This design comes from an exercise in tuning for small area, a short achievable clock period and few clock cycles per item on the open sky130 flow, not from production work.
Function was checked by simulation only, so behaviour that the tests miss may differ from the original.

==> flow/design.v (outline; a module is shown in full before it is edited, if it fits) <==
// module nopi_mul: 38 lines
// module noisy_odometry_pose_integrator: 2186 lines
module noisy_odometry_pose_integrator (
    input  logic                                i_clk,
    input  logic                                i_rst_n,
    input  logic                                i_valid,
    output logic                                o_ready,
    input  logic        [31:0]                  i_stamp,
    input  logic signed [31:0]                  i_vel_x,
    input  logic signed [31:0]                  i_vel_y,
    input  logic signed [31:0]                  i_yaw_rate,
    input  logic signed [15:0]                  i_noise_speed,
    input  logic signed [15:0]                  i_noise_turn,
    output logic                                o_valid,
    input  logic                                i_ready,
    output logic signed [31:0]                  o_pos_x,
    output logic signed [31:0]                  o_pos_y,
    output logic signed [30:0]                  o_heading,
    output logic signed [31:0]                  o_noisy_speed,
    output logic signed [31:0]                  o_noisy_turn,
    input  logic                                i_cfg_valid,
    output logic                                o_cfg_ready,
    input  logic [nopi_pkg::CFG_IDX_W-1:0]      i_cfg_index,
    input  logic [nopi_pkg::CFG_DATA_W-1:0]     i_cfg_data
);
  // ...
==> flow/run.sh <==
#!/bin/bash
# synth_recipe.tcl (not shown) runs the flow's synth.tcl, then flattens the netlist and writes it again
# the make line also repeats each setting of config.mk as NAME=value (left out here)
make -C /OpenROAD-flow-scripts/flow DESIGN_CONFIG=/design/flow/config.mk WORK_HOME=/design/flow/orfs CLKGATE_MAP_FILE= SYNTH_SCRIPT=/design/flow/synth_recipe.tcl finish
==> flow/config.mk <==
export PLATFORM = sky130hd
export DESIGN_NAME = noisy_odometry_pose_integrator
export DESIGN_NICKNAME = noisy_odometry_pose_integrator
export VERILOG_FILES = /design/flow/design.v
export SDC_FILE = /design/flow/constraint.sdc
export NUM_CORES = 4
export LEC_CHECK = 0
export CAP_MARGIN = 20
export CORE_MARGIN = 2
export CORE_UTILIZATION = 40
export SETUP_SLACK_MARGIN = 1.0
export SLEW_MARGIN = 20
==> flow/constraint.sdc <==
create_clock -name core_clock -period 11.0 [get_ports {i_clk}]
set_input_delay 2.2000 -clock core_clock [delete_from_list [all_inputs] [get_ports {i_clk}]]
set_output_delay 2.2000 -clock core_clock [all_outputs]
set_load 0.01 [all_outputs]
==> flow_metrics.py, run 1 <==
metrics = {
    "worst_hold_path": {
        "hold_end": "r10_hn[12]$_DFFE_PN_",
        "hold_path_depth": 0,
    },
    "clocking": {
        "cts_resized": 56,
        "hold_buffers": 0,
        "cts-buffers-inserted": 479,
    },
    "finish": {
        "fillers": 102000,
        "fin_util_pct": 44.0,
        "reg_top3": "r14_dqc x48, r14_dqs x48",
        "nMultiInputCombCells": 32500,
        "seq_share_pct": 25.8,
    },
    "placement": {
        "place_area_um2": 456000,
        "dp_hpwl_um": 1030000,
        "dpl.cell_count": 57100,
    },
    "timing": {
        "worst_hold_slack_ns": 0.266,
        "worst_slack_ns": 0.749,
        "rsz0062_at_grt": "yes",
    },
    "logic_synthesis": {
        "syn_nets": 50900,
        "synth_top_area_cell": "edfxtp_1",
        "synth_compound_area_share_pct": 15.2,
    },
    "outcome": {
        "status": "complete, no violations",
    },
    "setup_path": {
        "crit_cells": 42,
        "rr_worst_depth": 42,
        "worstPathArrival_ns": 11.06,
        "critPathMostFrequentCell": "fa_1",
    },
    "grt": {
        "globalRouteMet1Util_pct": 30.7,
        "gr-total-overflow": 0,
        "grt_pass1_wl_um": 2010000,
    },
    "detailed_routing": {
        "drtAntennaViolNets": 0,
    },
}
Testbench counts, summed over its fixed seeds: cycles 648, items 512.
==> run 2, diff against run 1 <==
--- a/flow/config.mk
+++ b/flow/config.mk
@@ -8,5 +8,6 @@
 export CAP_MARGIN = 20
 export CORE_MARGIN = 2
-export CORE_UTILIZATION = 40
-export SETUP_SLACK_MARGIN = 1.0
+export CORE_UTILIZATION = 55
+export PLACE_DENSITY = 0.65
+export SETUP_SLACK_MARGIN = 1.5
 export SLEW_MARGIN = 20
==> flow_metrics.py, run 2 <==
metrics = {
    "timing": {
        "maxSlewViolCount": 0,
        "tns_ns": 0,
        "worst_hold_slack_ns": 0.378,
        "report.final.setup_viol": 0,
        "post-route-min-period_ns": 9.97,
        "post-route-period-util_pct": 90.7,
        "slew_headroom_pct": 17.9,
        "timing.fmax_ghz": 0.100,
        "rsz0062_at_grt": "yes",
        "worstMarginPinSlew_ns": 1.23,
        "clock_skew_ns": 0.133,
        "hold_viol": 0,
    },
    "setup_path": {
        "worst_path_max_delay_cell": "fa_1",
        "endpoint_kind": "register",
        "crit_path_max_fanout": 14,
        "worstPathArrival_ns": 10.83,
        "path_class": "register to register",
        "endpoint": "r15_exk$_DFFE_PN_",
        "r2r_slack_ns": 1.03,
        "reg2reg_to": "r15_exk$_DFFE_PN_",
        "rr_worst_depth": 39,
        "critPathMaxStageDelay_ns": 0.56,
        "cp.required_ns": 11.85,
        "worstSetupStartpointType": "register",
        "crit_start": "r14_dqs[12]$_DFFE_PN_",
        "r2r_start": "r14_dqs[12]$_DFFE_PN_",
    },
    "logic_synthesis": {
        "synth-xor-area-share_pct": 15.3,
        "synth_compound_area_share_pct": 15.2,
        "synth.area.mux_share_pct": 0.489,
        "synthAdderAreaFrac_pct": 26.3,
        "ys_seq_area_share_pct": 28.3,
        "synth_seq_cells": 4161,
        "synth_top_area_share_pct": 27.2,
        "yosys.area_share.simple_pct": 8.44,
        "synth_top_family_by_area": "adder cells",
        "synth_cell_types": 113,
        "synthTopCellsByArea": "edfxtp_1, fa_1, ha_1",
        "syn_area_um2": 433000,
        "synth_edf_count": 3927,
        "yosysWarnings": 2,
        "syn_nets": 50900,
        "synth_ff_type": "edfxtp_1",
        "synth_top_area_cell": "edfxtp_1",
        "yosysMostFrequentCell": "xnor2_1",
        "synth_cells": 43500,
        "netlist_top_cells_count": "xnor2_1, inv_1, ha_1",
        "async_reset_ff_share_pct": 0,
        "avgSynthCellArea_um2": 9.96,
    },
    "clocking": {
        "cts.root.buffer_cell": "clkbuf_16",
        "htree_levels": 5,
        "clock_path_buffers": 4,
        "clock-sinks": 4161,
        "clk_latency_ns": 1.16,
        "cts_tree": "done",
        "cts-buffers-inserted": 456,
        "cts.clk_slew.worst_paths_ns": 0.08,
        "hold_buffers": 0,
    },
    "detailed_routing": {
        "drtIter0Drc": 31700,
        "num_vias": 328000,
        "drc": 0,
        "viasPerCell": 6.06,
        "routed_wl_um": 1310000,
        "wl_per_cell_um": 24.1,
        "drtPass1Iterations": 8,
        "drtAntennaViolNets": 0,
    },
    "outcome": {
        "status": "complete, no violations",
    },
    "grt": {
        "grt_pass1_wl_um": 1990000,
        "antenna_found_initial": 70,
        "grt_max_degree": 201,
        "gr-total-overflow": 0,
        "grtUsageTotal_pct": 32.0,
        "grt_pass1_vias": 328000,
    },
    "floorplan": {
        "io_pins": 347,
        "core_um2": 784000,
        "initial_utilization_pct": 55.2,
        "fp.dieW_um": 891,
        "die_h_um": 891,
        "dieArea_um2": 794000,
        "row_count": 325,
    },
    "finish": {
        "syn2layout_area_growth_pct": 8.72,
        "nets": 50700,
        "layout_common_cells": "xnor2_1, inv_1, ha_1",
        "fillers": 66300,
        "reg_top3": "r14_dqc x48, r14_dqs x48",
        "drive_gt1_share_pct": 6.27,
        "layout_commonest_cell": "xnor2_1",
        "fin_cells": 54100,
    },
    "placement": {
        "dp_hpwl_um": 1010000,
        "gp_congestion": 0.974,
        "dpl.cell_count": 53100,
        "port_buffers": 345,
    },
    "worst_hold_path": {
        "hold_class": "register to register",
    },
    "job": {
        "maxCapViolCount": 0,
    },
}
## run 2: cell count changes in the layout (fill, tap and decap cells not counted), sizes merged, moves of 2 or more
cell / change
clkinvlp: -5
clkbuf: -31
clkinv: +17
bufinv: -26
bufbuf: +2
buf: +13
inv: +11
## run 2: cells by family (layout without fill, tap and decap cells)
family | count (synthesis) | count (layout)
buf+inv | 6776 | 6961
other cells | 1 | 43
xor+xnor | 7537 | 7537
compound gates | 9834 | 9835
fa+ha+maj | 7246 | 7246
mux | 207 | 207
simple gates | 7689 | 7692
flops | 4161 | 4161
## run 2: worst max-delay path, delay by kind of cell, from the launching register on
| kind | cells | cell delay (ns) |
|---|---|---|
| buffers and inverters | 10 | 1.56 |
| DFF | 1 | 0.42 |
| and+or+nand+nor | 7 | 1.09 |
| xor gates and xnor gates | 2 | 0.59 |
| adders and majority gates | 8 | 3.76 |
| AOI/OAI and AO/OA | 12 | 2.25 |
## run 2: worst min path at each step
| stage | from | endpoint | cells after the start |
|---|---|---|---|
| after floorplan | r15_hn[0]$_DFFE_PN_ | o_heading[0]$_DFFE_PN_ | 0 |
| after global placement | r5_dt[27]$_DFFE_PN_ | r6_dt[27]$_DFFE_PN_ | 0 |
| after detailed placement | r15_wn[30]$_DFFE_PN_ | o_noisy_turn[30]$_DFFE_PN_ | 0 |
| after CTS | r7_wn[27]$_DFFE_PN_ | r8_wn[27]$_DFFE_PN_ | 0 |
| after global routing | r10_wn[16]$_DFFE_PN_ | r11_wn[16]$_DFFE_PN_ | 0 |
| final | r7_wn[27]$_DFFE_PN_ | r8_wn[27]$_DFFE_PN_ | 0 |
## run 2: repair_timing
item | 4_1_cts | 5_1_grt
gates resized for setup | 226 | 327
buffers inserted | 57 | 87
endpoints found under the hold margin | 0 | 0
pin swaps | 100 | 139
gates cloned | 6 | 6
endpoints found under the setup margin | 265 | 300
## run 2: stage by stage
stage / util [%] / cell area, um2 / setup WS, ns
floorplan: - / 433000 / -3.00
global placement: 57.5 / 451000 / 0.121
detailed placement: 57.5 / 451000 / 0.125
CTS: 59.7 / 468000 / 1.05
global route: 60.0 / 471000 / 0.564
finish: 60.0 / 471000 / 1.03
## run 2: layout make-up
cell class                      count  area (um2)  area share [%]
Timing Repair inverter              1        7.51         0.00160
Tap cell                        10500       13100            2.78
Clock buffer                      524       11800            2.52
Clock inverter                    333        3750           0.798
Antenna cell                       42         105          0.0223
Sequential cell                  4161      123000            26.1
Multi-Input combinational cell  32500      288000            61.2
Inverter                         4618       17400            3.69
Timing Repair Buffer             1485       13700            2.91
## run 2: per-layer routing
metal / routed length (um) / GRT usage (%)
met1: 548000 / 43.3
met2: 591000 / 51.3
met3: 95900 / 4.73
met4: 70600 / 14.3
met5: 162 / 0

[separate check: timing with driven ports]
No port has a modelled driver above. Below, the same layouts with a new extraction and two added sets of constraints.
Step 1, drivers: a clkbuf_16 drives i_clk and a buf_2 each remaining input, both assumed.
Step 2, shift: input delay + t, output delay - t, t = (earliest + latest rising clock arrival at the registers) / 2. This alone moves slack from input paths to output paths.
Three values: ideal ports, drivers, drivers and shift; two values: the first two.
run	shift t [ns]	setup WS [ns]	hold WS [ns]
run 1	1.282	0.749 / 0.749 / 0.287	0.266 / 0.266 / 0.266
run 2	1.252	1.025 / 1.025 / 0.416	0.378 / 0.378 / 0.378
After both steps every run listed still meets setup and hold. The setup slack of run 2, which loses most, moves by 0.000 ns with the drivers and by -0.609 ns with both steps.
